What follows belongs to an exercise in optimizing a design on an open flow for small area, a short achievable clock period and few clock cycles; a production flow would make more cautious choices. At most, simulation tests tie the RTL to the original design; equivalence was not proved. No activity file was given, so power comes from the tool's default toggle rates.

==> flow/design.v (excerpt) <==
module sparse_mul_top
(
  input  logic                                    clk,
  input  logic                                    rst_n,
  input  logic                                    start,
  output logic                                    busy,
  output logic                                    done,
  input  logic                                    poly_wr_en,
  input  logic [$clog2(64)-1:0]                   poly_wr_addr,
  input  logic [8-1:0]                 poly_wr_data,
  input  logic                                    pos_wr_en,
  input  logic [$clog2(16 / 4)-1:0]                  pos_wr_addr,
  input  logic [4*$clog2(64)-1:0]        pos_wr_data,
  input  logic                                    res_rd_en,
  input  logic [$clog2(64)-1:0]                   res_rd_addr,
  output logic [8-1:0]                 res_rd_data,
  output logic                                    res_rd_valid
);
  localparam int N       = 64;
  localparam int H       = 16;
  localparam int L       = 4;
  localparam int W       = 8;
  localparam int POS_W   = $clog2(64);
  localparam int WORDS   = 16 / 4;
  logic [N-1:0][W-1:0]           a_mem;
  logic [WORDS-1:0][L*POS_W-1:0] pos_mem;
  logic [N-1:0][W-1:0]           acc_v;
  logic [N-1:0]                  acc_c;
  logic [N-1:0][W-1:0]           nxt_v;
  logic [N-1:0]                  nxt_c;
  logic                          busy_q;
  logic                          first_q;    
  logic                          last_q;     
  logic [POS_W:0]                step_q;     
  logic [POS_W-1:0]              idx_q;      
  logic [N-1:0]                  therm_q;    
  logic [N-1:0]                  therm_nxt;
  logic [N-1:0]                  padd_q;     
  logic [N-1:0]                  psub_q;     
  logic                          sp_nxt;
  logic                          sm_nxt;
  logic                          go;
  logic [W-1:0]                  rd_q;
  assign busy = busy_q;
  assign go   = start && !busy_q;
  ...
For scale: about 7,100 cells after synthesis, about 63 I/O pins, about 0.083 mm^2 of cells after synthesis.
clock: 5.0 ns
lec_check: 0
cap_margin: 20
core_margin: 2
core_utilization: 55
setup_slack_margin: 2.2
slew_margin: 20
run.sh (not shown) runs the stock make flow with config.mk's settings and CLKGATE_MAP_FILE= SYNTH_SCRIPT=/design/flow/synth_recipe.tcl, a recipe that flattens the netlist after the stock synthesis.
The starting point finished with timing, DRC and antenna clean.
Testbench counts at the start, summed over its fixed seeds: cycles 6,752.
Rerun with:
--- a/flow/design.v
+++ b/flow/design.v
@@ -31,40 +31,37 @@
   logic [N-1:0]                  nxt_c;
   logic                          busy_q;
   logic                          first_q;    
   logic                          last_q;     
   logic [POS_W:0]                step_q;     
   logic [POS_W-1:0]              idx_q;      
-  logic [N-1:0]                  therm_q;    
   logic [N-1:0]                  therm_nxt;
   logic [N-1:0]                  padd_q;     
   logic [N-1:0]                  psub_q;     
   logic                          sp_nxt;
   logic                          sm_nxt;
   logic                          go;
   logic [W-1:0]                  rd_q;
   assign busy = busy_q;
   assign go   = start && !busy_q;
-  logic [7:0]                    pw_hi_q;
-  logic [7:0]                    pw_lo_q;
+  logic                          pw_en_q;
+  logic [POS_W-1:0]              pw_addr_q;
   logic [W-1:0]                  pw_data_q;
   always_ff @(posedge clk or negedge rst_n)
   begin
     if (!rst_n)
-      pw_hi_q <= '0;
+      pw_en_q <= 1'b0;
     else
-      for (int i = 0; i < 8; i++)
-        pw_hi_q[i] <= poly_wr_en && !busy_q && (poly_wr_addr[5:3] == 3'(i));
-  end
-  always_ff @(posedge clk)
-  begin
-    for (int i = 0; i < 8; i++)
-      pw_lo_q[i] <= (poly_wr_addr[2:0] == 3'(i));
+      pw_en_q <= poly_wr_en && !busy_q;
+  end
+  always_ff @(posedge clk)
+  begin
+    pw_addr_q <= poly_wr_addr;
     pw_data_q <= poly_wr_data;
     for (int k = 0; k < N; k++)
-      if (pw_hi_q[k / 8] && pw_lo_q[k % 8])
+      if (pw_en_q && (pw_addr_q == POS_W'(k)))
         a_mem[k] <= pw_data_q;
     for (int w = 0; w < WORDS; w++)
       if (pos_wr_en && !busy_q && (pos_wr_addr == w))
         pos_mem[w] <= pos_wr_data;
   end
   logic [H-1:0]                  hit;
@@ -73,16 +70,18 @@
   begin : g_hit
     assign hit[j] = (pos_mem[j / L][(j % L) * POS_W +: POS_W] == idx_q);
   end
   assign mask   = busy_q && !first_q && (idx_q == '0);
   assign sp_nxt = |hit[H/2-1:0] && !mask;
   assign sm_nxt = |hit[H-1:H/2] && !mask;
-  assign therm_nxt = !busy_q ? '1 : first_q ? N'(1) : {therm_q[N-2:0], 1'b1};
-  always_ff @(posedge clk)
-  begin
-    therm_q <= therm_nxt;
+  for (genvar k = 0; k < N; k++)
+  begin : g_therm
+    assign therm_nxt[k] = !busy_q || ((POS_W+1)'(k) <= step_q);
+  end
+  always_ff @(posedge clk)
+  begin
     for (int k = 0; k < N; k++)
     begin
       padd_q[k] <= therm_nxt[k] ? sp_nxt : sm_nxt;
       psub_q[k] <= therm_nxt[k] ? sm_nxt : sp_nxt;
     end
   end
@@ -178,29 +177,31 @@
         acc_c[k] <= go ? 1'b0  : nxt_c[k];
       end
     end
   end
   logic [N-1:0]                  fix;
   logic [W-1:0]                  sel_v;
+  logic                          sel_c;
   logic                          sel_fix;
   for (genvar k = 0; k < N; k++)
   begin : g_fix
     assign fix[k] = acc_c[k] || (acc_v[k] >= W'(251));
   end
   assign sel_v   = acc_v[res_rd_addr];
+  assign sel_c   = acc_c[res_rd_addr];
   assign sel_fix = fix[res_rd_addr];
   logic                          sel_lo;
   logic [3:0]                    rd_x;
   assign sel_lo = sel_v[1] && sel_v[0];
   always_ff @(posedge clk)
   begin
     rd_q[W-1:4] <= sel_fix ? 4'd0 : sel_v[W-1:4];
     rd_q[3]     <= !sel_fix && sel_v[3];
     rd_q[2:1]   <= sel_v[2:1];
     rd_q[0]     <= sel_v[0] ^ sel_fix;
-    rd_x[3]     <= sel_fix && !sel_v[W-1] && (sel_v[2] || sel_lo);
+    rd_x[3]     <= sel_fix && sel_c && (sel_v[2] || sel_lo);
     rd_x[2]     <= sel_fix && !sel_lo;
     rd_x[1]     <= sel_fix && sel_v[0];
     rd_x[0]     <= 1'b0;
   end
   assign res_rd_data[W-1:4] = rd_q[W-1:4];
   assign res_rd_data[3]     = rd_q[3] || rd_x[3];
Effect: Synthesized cell count climbs slightly. Power climbs by a quarter to a third. Final cell count drops slightly. Area after synthesis drops slightly. Hold slack is better by 0.25 ns. Via count climbs slightly. Routed wire length climbs by a few percent. Count of clock-buffer cells in the layout drops by 3. Global-route usage climbs by 1.6 points. Utilization climbs by 0.23 points. Non-clock buffer count climbs by 46. Flip-flop and latch count drops by 71. Setup slack is worse by 0.094 ns.
Only the layout flow was run in the second run of this note; the RTL was not checked for function there.


Another version of the RTL of sparse_mul_top (not shown whole).
Size in the first run: about 7100 cells after synthesis, roughly 1300 flip-flops, about 82000 sq um of cells after synthesis.
==> module sparse_mul_top, before the edit <==
module sparse_mul_top
(
  input  logic                                    clk,
  input  logic                                    rst_n,
  input  logic                                    start,
  output logic                                    busy,
  output logic                                    done,
  input  logic                                    poly_wr_en,
  input  logic [$clog2(64)-1:0]                   poly_wr_addr,
  input  logic [8-1:0]                 poly_wr_data,
  input  logic                                    pos_wr_en,
  input  logic [$clog2(16 / 4)-1:0]                  pos_wr_addr,
  input  logic [4*$clog2(64)-1:0]        pos_wr_data,
  input  logic                                    res_rd_en,
  input  logic [$clog2(64)-1:0]                   res_rd_addr,
  output logic [8-1:0]                 res_rd_data,
  output logic                                    res_rd_valid
);
  localparam int N       = 64;
  localparam int H       = 16;
  localparam int L       = 4;
  localparam int W       = 8;
  localparam int POS_W   = $clog2(64);
  localparam int WORDS   = 16 / 4;
  logic [N-1:0][W-1:0]           a_mem;
  logic [WORDS-1:0][L*POS_W-1:0] pos_mem;
  logic [N-1:0][W-1:0]           acc_v;
  logic [N-1:0]                  acc_c;
  logic [N-1:0][W-1:0]           nxt_v;
  logic [N-1:0]                  nxt_c;
  logic                          busy_q;
  logic                          first_q;    
  logic                          last_q;     
  logic [POS_W:0]                step_q;     
  logic [POS_W-1:0]              idx_q;      
  logic [N-1:0]                  therm_nxt;
  logic [N-1:0]                  padd_q;     
  logic [N-1:0]                  psub_q;     
  logic                          sp_nxt;
  logic                          sm_nxt;
  logic                          go;
  logic [W-1:0]                  rd_q;
  assign busy = busy_q;
  assign go   = start && !busy_q;
  always_ff @(posedge clk)
  begin
    for (int k = 0; k < N; k++)
      if (poly_wr_en && !busy_q && (poly_wr_addr == POS_W'(k)))
        a_mem[k] <= poly_wr_data;
    for (int w = 0; w < WORDS; w++)
      if (pos_wr_en && !busy_q && (pos_wr_addr == w))
        pos_mem[w] <= pos_wr_data;
  end
  logic [H-1:0]                  hit;
  logic                          mask;
  for (genvar j = 0; j < H; j++)
  begin : g_hit
    assign hit[j] = (pos_mem[j / L][(j % L) * POS_W +: POS_W] == idx_q);
  end
  assign mask   = busy_q && !first_q && (idx_q == '0);
  assign sp_nxt = |hit[H/2-1:0] && !mask;
  assign sm_nxt = |hit[H-1:H/2] && !mask;
  for (genvar k = 0; k < N; k++)
  begin : g_therm
    assign therm_nxt[k] = !busy_q || ((POS_W+1)'(k) <= step_q);
  end
  always_ff @(posedge clk)
  begin
    for (int k = 0; k < N; k++)
    begin
      padd_q[k] <= therm_nxt[k] ? sp_nxt : sm_nxt;
      psub_q[k] <= therm_nxt[k] ? sm_nxt : sp_nxt;
    end
  end
  always_ff @(posedge clk or negedge rst_n)
  begin
    if (!rst_n)
    begin
      busy_q       <= 1'b0;
      done         <= 1'b0;
      first_q      <= 1'b0;
      last_q       <= 1'b0;
      step_q       <= '0;
      idx_q        <= '0;
      res_rd_valid <= 1'b0;
    end
    else
    begin
      done         <= last_q;
      first_q      <= go;
      res_rd_valid <= res_rd_en && !busy_q;
      if (go)
        busy_q <= 1'b1;
      else if (last_q)
        busy_q <= 1'b0;
      if (busy_q && !last_q)
        step_q <= step_q + 1'b1;
      else
        step_q <= '0;
      last_q <= busy_q && (step_q == (POS_W+1)'(N - 1));
      if (go || (busy_q && !last_q))
        idx_q <= idx_q - 1'b1;
      else
        idx_q <= '0;
    end
  end
  for (genvar k = 0; k < N; k++)
  begin : g_step
    logic [W-1:0]   v;
    logic           c;
    logic           neg;
    logic           en;
    logic           flip;
    logic [W-1:0]   am;
    logic [W-3:0]   ones;
    logic [W-1:0]   y;
    logic [W:0]     sum;
    assign v    = acc_v[(k + N - 1) % N];
    assign c    = acc_c[(k + N - 1) % N];
    assign neg  = psub_q[k];
    assign en   = padd_q[k] || psub_q[k];
    assign am   = a_mem[k];
    assign flip = c ^ neg;
    for (genvar i = 0; i < W - 2; i++)
    begin : g_ones
      assign ones[i] = &am[i+1:2] | (i == 0);
    end
    always_comb
    begin
      for (int i = 0; i < 2; i++)
        y[i] = en && (am[i] ^ neg);
      for (int i = 2; i < W; i++)
        y[i] = en && (am[i] ^ neg ^ (flip && ones[i-2]));
      y[2] = en ? (am[2] ^ c) : c;
    end
    logic [W-1:0]   g0, p0;
    logic [W-1:0]   g1, p1, g2, p2, g3, p3;
    logic [W:0]     cy;
    assign g0 = v & y;
    assign p0 = v ^ y;
    always_comb
    begin
      g1 = g0; p1 = p0;
      g1[0] = g0[0] | (p0[0] & c);
      p1[0] = 1'b0;
      for (int i = 1; i < W; i += 2) begin g1[i] = g0[i] | (p0[i] & g1[i-1]); p1[i] = p0[i] & p1[i-1]; end
      g2 = g1; p2 = p1;
      for (int i = 2; i < W; i++) if (i % 4 >= 2) begin g2[i] = g1[i] | (p1[i] & g1[(i/4)*4+1]); p2[i] = p1[i] & p1[(i/4)*4+1]; end
      g3 = g2; p3 = p2;
      for (int i = 4; i < W; i++) if (i % 8 >= 4) begin g3[i] = g2[i] | (p2[i] & g2[(i/8)*8+3]); p3[i] = p2[i] & p2[(i/8)*8+3]; end
    end
    assign cy  = {g3, c};
    assign sum = {cy[W], p0 ^ cy[W-1:0]};
    assign nxt_v[k] = sum[W-1:0];
    assign nxt_c[k] = sum[W];
  end
  always_ff @(posedge clk)
  begin
    if (busy_q || go)
    begin
      for (int k = 0; k < N; k++)
      begin
        acc_v[k] <= go ? W'(0) : nxt_v[k];
        acc_c[k] <= go ? 1'b0  : nxt_c[k];
      end
    end
  end
  logic [N-1:0]                  fix;
  logic [W-1:0]                  sel_v;
  logic                          sel_c;
  logic                          sel_fix;
  for (genvar k = 0; k < N; k++)
  begin : g_fix
    assign fix[k] = acc_c[k] || (acc_v[k] >= W'(251));
  end
  assign sel_v   = acc_v[res_rd_addr];
  assign sel_c   = acc_c[res_rd_addr];
  assign sel_fix = fix[res_rd_addr];
  logic                          sel_lo;
  logic [3:0]                    rd_x;
  assign sel_lo = sel_v[1] && sel_v[0];
  always_ff @(posedge clk)
  begin
    rd_q[W-1:4] <= sel_fix ? 4'd0 : sel_v[W-1:4];
    rd_q[3]     <= !sel_fix && sel_v[3];
    rd_q[2:1]   <= sel_v[2:1];
    rd_q[0]     <= sel_v[0] ^ sel_fix;
    rd_x[3]     <= sel_fix && sel_c && (sel_v[2] || sel_lo);
    rd_x[2]     <= sel_fix && !sel_lo;
    rd_x[1]     <= sel_fix && sel_v[0];
    rd_x[0]     <= 1'b0;
  end
  assign res_rd_data[W-1:4] = rd_q[W-1:4];
  assign res_rd_data[3]     = rd_q[3] || rd_x[3];
  assign res_rd_data[2:1]   = rd_q[2:1] ^ rd_x[2:1];
  assign res_rd_data[0]     = rd_q[0];
endmodule
Settings: LEC_CHECK=0, CAP_MARGIN=20, CORE_MARGIN=2, CORE_UTILIZATION=55, SETUP_SLACK_MARGIN=2.5, SLEW_MARGIN=20; clock period 5.0 ns.
The baseline produced a clean layout.
Rerun with:
--- a/flow/design.v
+++ b/flow/design.v
@@ -177,22 +177,19 @@
   assign sel_v   = acc_v[res_rd_addr];
   assign sel_c   = acc_c[res_rd_addr];
   assign sel_fix = fix[res_rd_addr];
-  logic                          sel_lo;
-  logic [3:0]                    rd_x;
-  assign sel_lo = sel_v[1] && sel_v[0];
+  logic                          rd_c;
+  logic                          rd_fix;
+  logic                          lo_and;
   always_ff @(posedge clk)
   begin
-    rd_q[W-1:4] <= sel_fix ? 4'd0 : sel_v[W-1:4];
-    rd_q[3]     <= !sel_fix && sel_v[3];
-    rd_q[2:1]   <= sel_v[2:1];
-    rd_q[0]     <= sel_v[0] ^ sel_fix;
-    rd_x[3]     <= sel_fix && sel_c && (sel_v[2] || sel_lo);
-    rd_x[2]     <= sel_fix && !sel_lo;
-    rd_x[1]     <= sel_fix && sel_v[0];
-    rd_x[0]     <= 1'b0;
+    rd_q   <= sel_v;
+    rd_c   <= sel_c;
+    rd_fix <= sel_fix;
   end
-  assign res_rd_data[W-1:4] = rd_q[W-1:4];
-  assign res_rd_data[3]     = rd_q[3] || rd_x[3];
-  assign res_rd_data[2:1]   = rd_q[2:1] ^ rd_x[2:1];
-  assign res_rd_data[0]     = rd_q[0];
+  assign lo_and = rd_q[1] && rd_q[0];
+  assign res_rd_data[W-1:4] = rd_fix ? 4'd0 : rd_q[W-1:4];
+  assign res_rd_data[3]     = rd_fix ? (rd_c && (rd_q[2] || lo_and)) : rd_q[3];
+  assign res_rd_data[2]     = rd_q[2] ^ (rd_fix && !lo_and);
+  assign res_rd_data[1]     = rd_q[1] ^ (rd_fix && rd_q[0]);
+  assign res_rd_data[0]     = rd_q[0] ^ rd_fix;
 endmodule
Clock skew is higher by 0.0037 ns.
Synthesized cell count is lower by 0.76%.
Wire length is lower by 3.8%.
Clock power is lower by about 3%.
Setup slack is worse by 0.0080 ns.
Testbench counts after the change, summed over its fixed seeds: cycles 6,752.
Function not checked in the first run of this note: the RTL went through the layout flow alone.


JK:
sparse_mul_top, a different RTL version from the one above (not shown whole).
Size: ~7300 cells after synthesis, ~83000 um^2 of cells after synthesis.
==> module sparse_mul_top, before the edit <==
module sparse_mul_top
(
  input  logic                                    clk,
  input  logic                                    rst_n,
  input  logic                                    start,
  output logic                                    busy,
  output logic                                    done,
  input  logic                                    poly_wr_en,
  input  logic [$clog2(64)-1:0]                   poly_wr_addr,
  input  logic [8-1:0]                 poly_wr_data,
  input  logic                                    pos_wr_en,
  input  logic [$clog2(16 / 4)-1:0]                  pos_wr_addr,
  input  logic [4*$clog2(64)-1:0]        pos_wr_data,
  input  logic                                    res_rd_en,
  input  logic [$clog2(64)-1:0]                   res_rd_addr,
  output logic [8-1:0]                 res_rd_data,
  output logic                                    res_rd_valid
);
  localparam int N       = 64;
  localparam int H       = 16;
  localparam int L       = 4;
  localparam int W       = 8;
  localparam int POS_W   = $clog2(64);
  localparam int WORDS   = 16 / 4;
  logic [N-1:0][W-1:0]           a_mem;
  logic [WORDS-1:0][L*POS_W-1:0] pos_mem;
  logic [N-1:0][W-1:0]           acc_v;
  logic [N-1:0]                  acc_c;
  logic [N-1:0][W-1:0]           nxt_v;
  logic [N-1:0]                  nxt_c;
  logic                          busy_q;
  logic                          first_q;    
  logic                          last_q;     
  logic [POS_W:0]                step_q;     
  logic [POS_W-1:0]              idx_q;      
  logic [N-1:0]                  therm_q;    
  logic [N-1:0]                  therm_nxt;
  logic [N-1:0]                  padd_q;     
  logic [N-1:0]                  psub_q;     
  logic                          sp_nxt;
  logic                          sm_nxt;
  logic                          go;
  logic [W-1:0]                  rd_q;
  assign busy = busy_q;
  assign go   = start && !busy_q;
  always_ff @(posedge clk)
  begin
    for (int k = 0; k < N; k++)
      if (poly_wr_en && !busy_q && (poly_wr_addr == POS_W'(k)))
        a_mem[k] <= poly_wr_data;
    for (int w = 0; w < WORDS; w++)
      if (pos_wr_en && !busy_q && (pos_wr_addr == w))
        pos_mem[w] <= pos_wr_data;
  end
  logic [H-1:0]                  hit;
  logic                          mask;
  for (genvar j = 0; j < H; j++)
  begin : g_hit
    assign hit[j] = (pos_mem[j / L][(j % L) * POS_W +: POS_W] == idx_q);
  end
  assign mask   = busy_q && !first_q && (idx_q == '0);
  assign sp_nxt = |hit[H/2-1:0] && !mask;
  assign sm_nxt = |hit[H-1:H/2] && !mask;
  assign therm_nxt = !busy_q ? '1 : first_q ? N'(1) : {therm_q[N-2:0], 1'b1};
  always_ff @(posedge clk)
  begin
    therm_q <= therm_nxt;
    for (int k = 0; k < N; k++)
    begin
      padd_q[k] <= therm_nxt[k] ? sp_nxt : sm_nxt;
      psub_q[k] <= therm_nxt[k] ? sm_nxt : sp_nxt;
    end
  end
  always_ff @(posedge clk or negedge rst_n)
  begin
    if (!rst_n)
    begin
      busy_q       <= 1'b0;
      done         <= 1'b0;
      first_q      <= 1'b0;
      last_q       <= 1'b0;
      step_q       <= '0;
      idx_q        <= '0;
      res_rd_valid <= 1'b0;
    end
    else
    begin
      done         <= last_q;
      first_q      <= go;
      res_rd_valid <= res_rd_en && !busy_q;
      if (go)
        busy_q <= 1'b1;
      else if (last_q)
        busy_q <= 1'b0;
      if (busy_q && !last_q)
        step_q <= step_q + 1'b1;
      else
        step_q <= '0;
      last_q <= busy_q && (step_q == (POS_W+1)'(N - 1));
      if (go || (busy_q && !last_q))
        idx_q <= idx_q - 1'b1;
      else
        idx_q <= '0;
    end
  end
  for (genvar k = 0; k < N; k++)
  begin : g_step
    logic [W-1:0]   v;
    logic           c;
    logic           neg;
    logic           en;
    logic           flip;
    logic [W-1:0]   am;
    logic [W-3:0]   ones;
    logic [W-1:0]   y;
    logic [W:0]     sum;
    assign v    = acc_v[(k + N - 1) % N];
    assign c    = acc_c[(k + N - 1) % N];
    assign neg  = psub_q[k];
    assign en   = padd_q[k] || psub_q[k];
    assign am   = a_mem[k];
    assign flip = c ^ neg;
    for (genvar i = 0; i < W - 2; i++)
    begin : g_ones
      assign ones[i] = &am[i+1:2] | (i == 0);
    end
    always_comb
    begin
      for (int i = 0; i < 2; i++)
        y[i] = en && (am[i] ^ neg);
      for (int i = 2; i < W; i++)
        y[i] = en && (am[i] ^ neg ^ (flip && ones[i-2]));
      y[2] = en ? (am[2] ^ c) : c;
    end
    logic [W-1:0]   g0, p0;
    logic [W-1:0]   g1, p1, g2, p2, g3, p3;
    logic [W:0]     cy;
    assign g0 = v & y;
    assign p0 = v ^ y;
    always_comb
    begin
      g1 = g0; p1 = p0;
      g1[0] = g0[0] | (p0[0] & c);
      p1[0] = 1'b0;
      for (int i = 1; i < W; i += 2) begin g1[i] = g0[i] | (p0[i] & g1[i-1]); p1[i] = p0[i] & p1[i-1]; end
      g2 = g1; p2 = p1;
      for (int i = 2; i < W; i++) if (i % 4 >= 2) begin g2[i] = g1[i] | (p1[i] & g1[(i/4)*4+1]); p2[i] = p1[i] & p1[(i/4)*4+1]; end
      g3 = g2; p3 = p2;
      for (int i = 4; i < W; i++) if (i % 8 >= 4) begin g3[i] = g2[i] | (p2[i] & g2[(i/8)*8+3]); p3[i] = p2[i] & p2[(i/8)*8+3]; end
    end
    assign cy  = {g3, c};
    assign sum = {cy[W], p0 ^ cy[W-1:0]};
    assign nxt_v[k] = sum[W-1:0];
    assign nxt_c[k] = sum[W];
  end
  always_ff @(posedge clk)
  begin
    if (busy_q || go)
    begin
      for (int k = 0; k < N; k++)
      begin
        acc_v[k] <= go ? W'(0) : nxt_v[k];
        acc_c[k] <= go ? 1'b0  : nxt_c[k];
      end
    end
  end
  logic [N-1:0]                  ge;
  logic [W-1:0]                  sel_v;
  logic                          sel_c;
  logic                          sel_ge;
  for (genvar k = 0; k < N; k++)
  begin : g_ge
    assign ge[k] = (acc_v[k] >= W'(251));
  end
  assign sel_v  = acc_v[res_rd_addr];
  assign sel_c  = acc_c[res_rd_addr];
  assign sel_ge = ge[res_rd_addr];
  logic [3:0]                    lo;
  always_comb
  begin
    case ({sel_c, sel_ge, sel_v[2:0]})
      5'b10_000: lo = 4'd5;
      5'b10_001: lo = 4'd6;
      5'b10_010: lo = 4'd7;
      5'b10_011: lo = 4'd8;
      5'b10_100: lo = 4'd9;
      5'b01_011: lo = 4'd0;
      5'b01_100: lo = 4'd1;
      5'b01_101: lo = 4'd2;
      5'b01_110: lo = 4'd3;
      5'b01_111: lo = 4'd4;
      default:   lo = sel_v[3:0];
    endcase
  end
  always_ff @(posedge clk)
  begin
    rd_q <= {(sel_c || sel_ge) ? 4'd0 : sel_v[7:4], lo};
  end
  assign res_rd_data = rd_q;
endmodule
export LEC_CHECK = 0
export CAP_MARGIN = 20
export CORE_MARGIN = 2
export CORE_UTILIZATION = 40
export SETUP_SLACK_MARGIN = 2.5
export SLEW_MARGIN = 20
create_clock -name core_clock -period 5.0 [get_ports {clk}]
Relative to JK, the following input files were edited for MS:
-- flow/design.v --
<<< JK, line 110
    logic           c;
    logic           neg;
    logic           en;
    logic           flip;
    logic [W-1:0]   am;
    logic [W-3:0]   ones;
    logic [W-1:0]   y;
    logic [W:0]     sum;
    assign v    = acc_v[(k + N - 1) % N];
    assign c    = acc_c[(k + N - 1) % N];
    assign neg  = psub_q[k];
    assign en   = padd_q[k] || psub_q[k];
    assign am   = a_mem[k];
    assign flip = c ^ neg;
    for (genvar i = 0; i < W - 2; i++)
    begin : g_ones
      assign ones[i] = &am[i+1:2] | (i == 0);
    end
    always_comb
    begin
      for (int i = 0; i < 2; i++)
        y[i] = en && (am[i] ^ neg);
      for (int i = 2; i < W; i++)
        y[i] = en && (am[i] ^ neg ^ (flip && ones[i-2]));
      y[2] = en ? (am[2] ^ c) : c;
    end
    logic [W-1:0]   g0, p0;
    logic [W-1:0]   g1, p1, g2, p2, g3, p3;
>>> MS, line 110
    logic           c;
    logic           neg;
    logic [W-1:0]   am;
    logic [W-3:0]   inc;
    logic [W-3:0]   h0;
    logic [W-3:0]   h1;
    logic [W-1:0]   y;
    logic [W:0]     sum;
    assign v   = acc_v[(k + N - 1) % N];
    assign c   = acc_c[(k + N - 1) % N];
    assign neg = psub_q[k];
    assign am  = (padd_q[k] || psub_q[k]) ? a_mem[k] : W'(0);
    assign inc = am[W-1:2] + 1'b1;
    assign h0  = neg ? ~inc : am[W-1:2];
    assign h1  = neg ? ~am[W-1:2] : inc;
    assign y   = {c ? h1 : h0, am[1:0] ^ {2{neg}}};
    logic [W-1:0]   g0, p0;
    logic [W-1:0]   g1, p1, g2, p2, g3, p3;
[summary]
Changes observed in MS relative to JK: register fraction of the total cell area now sits lower, initial antenna violation count increased 1. The initial standard-cell utilization of the core on JK is in line with that on MS. Start point of the critical path = res_rd_addr[3]: JK; start point of the critical path = a_mem[394]: MS. MS reports its capture point of the worst path as acc_c[49] while JK reports rd_q[0]. MS vs JK — net count of the mapped netlist climbed by a few percent. Compared with JK, final area in MS increased by a few percent.
No run of this note included a check of the RTL's function; only the layout flow was run.

afterwards: timing with drivers on the ports:
No port has a modelled driver above. Below, the same layouts with a new extraction and two added sets of constraints. Step 1 assumes that a clkbuf_16 drives the clock port and a buf_2 every other input. Step 2, shift: input delay + t, output delay - t, t = (earliest + latest rising clock arrival at the registers) / 2. This alone moves slack from input paths to output paths. a / b / c = ideal / step 1 / step 2; a / b = the first two.
| run | shift t [ns] | setup slack, ns | worst hold slack (ns) | slew at the worst register clock pin (ns) |
|---|---|---|---|---|
| the first run of note 1 | 0.861 | 2.220 / 2.109 / 1.248 | 0.229 / 0.169 / 0.375 | 0.07 / 0.07 |
| the second run of note 1 | 0.891 | 2.126 / 2.126 / 1.251 | 0.477 / 0.477 / 0.477 | 0.07 / 0.07 |
| the first run of note 2 | 0.896 | 2.159 / 2.175 / 1.279 | 0.453 / 0.453 / 0.453 | 0.07 / 0.07 |
| the second run of note 2 | 0.892 | 2.151 / 2.058 / 1.447 | 0.585 / 0.513 / 0.629 | 0.07 / 0.07 |
| JK | 0.909 | 2.069 / 1.902 / 0.993 | 0.380 / 0.380 / 0.380 | 0.07 / 0.07 |
| MS | 0.925 | 2.170 / 2.023 / 1.098 | 0.381 / 0.381 / 0.381 | 0.07 / 0.07 |
After both steps setup and hold are still met in every run listed. For JK, which loses most, drivers alone change the setup slack by -0.167 ns; drivers and shift together by -1.076 ns.
